This design comes from an exercise in tuning for small area, a short achievable clock period and few clock cycles per item on the open sky130 flow, not from production work. Power figures rest on the tool's default switching activity, not on a simulated workload.

## before
## cov_top
module cov_top
#(
    parameter int NUM_SAMPLES = 8
) (
    input  logic        clk,
    input  logic        arst_n,
    input  logic [33:0] in_cmd,      
    input  logic        in_valid,
    output logic        in_ready,
    output logic [63:0] out_res,     
    output logic        out_valid,
    input  logic        out_ready,
    output logic        bad_cmd      
);
Size: ~110 I/O pins, ~19,000 sq um of cells after synthesis.
Settings: LEC_CHECK=0, ABC_AREA=1, CAP_MARGIN=20, CORE_MARGIN=2, CORE_UTILIZATION=60, CTS_BUF_LIST=sky130_fd_sc_hd__clkbuf_8, SETUP_SLACK_MARGIN=4.8, SLEW_MARGIN=20, SYNTH_HIERARCHICAL=1; clock period 8.0 ns.
standard.sh (not shown) runs the stock make flow with config.mk's settings and CLKGATE_MAP_FILE= SYNTH_SCRIPT=/design/flow/synth_recipe.tcl, a recipe that flattens the netlist after the stock synthesis.
==> flow/flow/run.sh <==
#!/bin/bash
# The standard layout, with plain buffers (sky130_fd_sc_hd__buf_2) on the
# ports instead of the delay cells buffer_ports picks by itself.
set -euo pipefail
export BUFFER_PORTS_ARGS="-buffer_cell sky130_fd_sc_hd__buf_2"
bash standard.sh > standard.log 2>&1
diff inputs: before => after
diff --git a/flow/design.v b/flow/design.v
--- a/flow/design.v
+++ b/flow/design.v
@@ -52,50 +52,36 @@
     output logic [7:0]            s_neg,      
     output logic [7:0]            s_one,
     output logic [7:0]            s_two,
     output logic                  last_take   
 );
     logic [1:0]         op;
     logic [15:0]        x, y;
     logic [15:0]        mean_x;
     logic [2:0]         cnt;        
     logic               take;
     logic [16:0]        dx;
     logic [16:0]        yb;         
-    function automatic logic [16:0] add17(input logic [16:0] a, input logic [16:0] b, input logic cin);
-        logic [16:0] g, p, gn, pn;
-        g = a & b;
-        p = a ^ b;
-        g[0] = (a[0] & b[0]) | (p[0] & cin);
-        for (int l = 0; l < 5; l++) begin
-            gn = g;
-            pn = p;
-            for (int i = 0; i < 17; i++) begin
-                if (((i >> l) & 1) == 1) begin
-                    gn[i] = g[i] | (p[i] & g[((i >> l) << l) - 1]);
-                    pn[i] = p[i] & p[((i >> l) << l) - 1];
-                end
-            end
-            g = gn;
-            p = pn;
-        end
-        add17 = (a ^ b) ^ {g[15:0], cin};
-    endfunction
     assign op   = in_cmd[33:32];
     assign x    = in_cmd[31:16];
     assign y    = in_cmd[15:0];
     assign take = accept & (op == cov_pkg::OP_SAMPLE);
     assign last_take = take & (cnt == 3'd7);
     assign yb   = {y, 1'b0};
-    assign dx = add17({x[15], x}, ~{mean_x[15], mean_x}, 1'b1);
+    cov_add #(.W(17)) i_sub (
+        .a   ({x[15], x}),
+        .b   (~{mean_x[15], mean_x}),
+        .cin (1'b1),
+        .s   (dx)
+    );
     always_ff @(posedge clk or negedge arst_n) begin
         if (!arst_n) begin
             mean_x  <= '0;
             cnt     <= '0;
             bad_cmd <= 1'b0;
             s_valid <= 1'b0;
             s_start <= 1'b0;
         end else begin
             bad_cmd <= accept & (op == cov_pkg::OP_RSVD);
             s_valid <= take;
             s_start <= take & (cnt == 3'd0);
             if (accept & (op == cov_pkg::OP_MEAN)) mean_x <= x;
@@ -720,86 +706,92 @@
     logic [1:0]       step;
     logic [35:0]      w;          
     logic [2:0]       r;          
     logic             neg;        
     logic [3*KD-1:0]  qd;         
     logic [2:0]       rq;         
     logic [34:0]      sum;
     logic [32:0]      w_inc;
     logic             pend;       
     logic             load;
     logic             pend_next;
     logic             up;         
+    logic             cin;        
+    logic             cy;         
+    logic             all_ones;   
     cov_add #(.W(35)) i_cpa (.a(acc_s), .b(acc_c), .cin(1'b0), .s(sum));
     always_comb begin
         logic [2:0] rr;
         rr = r;
         for (int j = 0; j < KD; j++) begin
             {qd[3*KD-1-3*j -: 3], rr} = dstep(rr, w[35-3*j -: 3]);
         end
         rq = rr;
     end
     always_comb begin
-        logic [8:0] ga;       
+        logic [3:0] ones;     
         logic       pre;      
-        logic       in;       
-        for (int g = 0; g < 9; g++) ga[g] = &w[4*g +: 4];
+        for (int k = 0; k < 3; k++) ones[k] = &w[9*k +: 9];
+        ones[3] = &w[32:27];
+        all_ones = ones[step];
         for (int i = 0; i < 33; i++) begin
             pre = 1'b1;
-            for (int g = 0; g < i / 4; g++) pre = pre & ga[g];
-            in = 1'b1;
-            for (int k = 4 * (i / 4); k < i; k++) in = in & w[k];
-            w_inc[i] = w[i] ^ (pre & in);
+            for (int j = 9 * (i / 9); j < i; j++) pre = pre & w[j];
+            w_inc[i] = w[i] ^ (cin & (step == 2'(i / 9)) & pre);
         end
     end
     assign up        = r != 3'd0;       
+    assign cin       = (step == 2'd0) ? up : cy;
     assign load      = (pend | done) & (state == S_IDLE);
     assign pend_next = (pend | done) & ~load;
     always_comb begin
         state_next = state;
         unique case (state)
             S_DIV:   if (step == 2'(STEPS - 1)) state_next = neg ? S_INC : S_OUT;
-            S_INC:   state_next = S_OUT;
+            S_INC:   if (!(cin & all_ones) || step == 2'd3) state_next = S_OUT;
             S_OUT:   if (out_ready) state_next = S_IDLE;
             default: state_next = S_IDLE;
         endcase
         if (load) state_next = S_DIV;
     end
     always_ff @(posedge clk or negedge arst_n) begin
         if (!arst_n) begin
             state     <= S_IDLE;
             step      <= '0;
             pend      <= 1'b0;
             out_valid <= 1'b0;
             hold      <= 1'b0;
         end else begin
             state     <= state_next;
-            step      <= (state == S_DIV) ? step + 2'd1 : 2'd0;
+            step      <= (state == S_DIV || state == S_INC) ? step + 2'd1 : 2'd0;
             pend      <= pend_next;
             out_valid <= (state_next == S_OUT);
             hold      <= (state_next != S_IDLE) & (pend_next | fill);
         end
     end
     always_ff @(posedge clk) begin
         unique case (state)
             S_IDLE: begin
                 w   <= {sum[34], sum};
                 r   <= sum[34] ? 3'd6 : 3'd0;
                 neg <= sum[34];
             end
             S_DIV: begin
                 w   <= {w[35-3*KD:0], qd};
                 r   <= rq;
             end
-            S_INC:   if (up) w[32:0] <= w_inc;
+            S_INC: begin
+                w[32:0] <= w_inc;
+                cy      <= cin & all_ones;
+            end
             default: ;
         endcase
     end
     assign cov = w[32:0];
 endmodule
 `timescale 1ns/100ps
 module cov_top
 #(
     parameter int NUM_SAMPLES = 8
 ) (
     input  logic        clk,
     input  logic        arst_n,
Looking at switching power total, after sits 0.064 mW higher than before does.
Relative area change from synthesis to final layout ends up higher on before.
Re top achievable clock speed: after is about 3% up on before.
Of before and after, the run reporting the higher final period utilization was before.
Cell count was higher in the run labelled after.
Taking before as the reference, in after global placement routability congestion picked up an extra about 4%; worst hold slack lost 0.0059 ns; area of the mapped netlist picked up an extra about 4%; relative contribution of combinational cells to total power neither gained nor lost much.
The estimated power of after ends up higher than the estimate for before.
Compound-cell area share of the yosys netlist across before and after: no real change.
Compared with before, after shows wire length that has gone up by a few percent.
Share of post-route cells with drive strength above 1, before and after, lower one = after.
No functional check of the RTL was part of any run of this note.

[static timing again, ports no longer ideal]
No port has a modelled driver above. Below, the same layouts with a new extraction and two added sets of constraints. Step 1 sets driving cells, clkbuf_16 on the clock port and buf_2 on the other inputs (assumed; they add their load-dependent delay and slew). Step 2 moves the port delays by t, midway between the first and last clock arrival at a register: inputs arrive t later, outputs are due t later. That takes back most of the time a late clock gives input paths. a / b / c = ideal / step 1 / step 2; a / b = the first two.
run | t (ns) | setup WS [ns] | worst setup path at the end | clock arrival spread, ns
before | 0.548 | 4.749 / 4.749 / 4.574 | input to register | 0.022 / 0.021
after | 0.546 | 4.848 / 4.848 / 4.529 | input to register | 0.021 / 0.021
After both steps setup and hold are still met in every run listed. For after, which loses most, drivers alone change the setup slack by 0.000 ns; drivers and shift together by -0.319 ns.
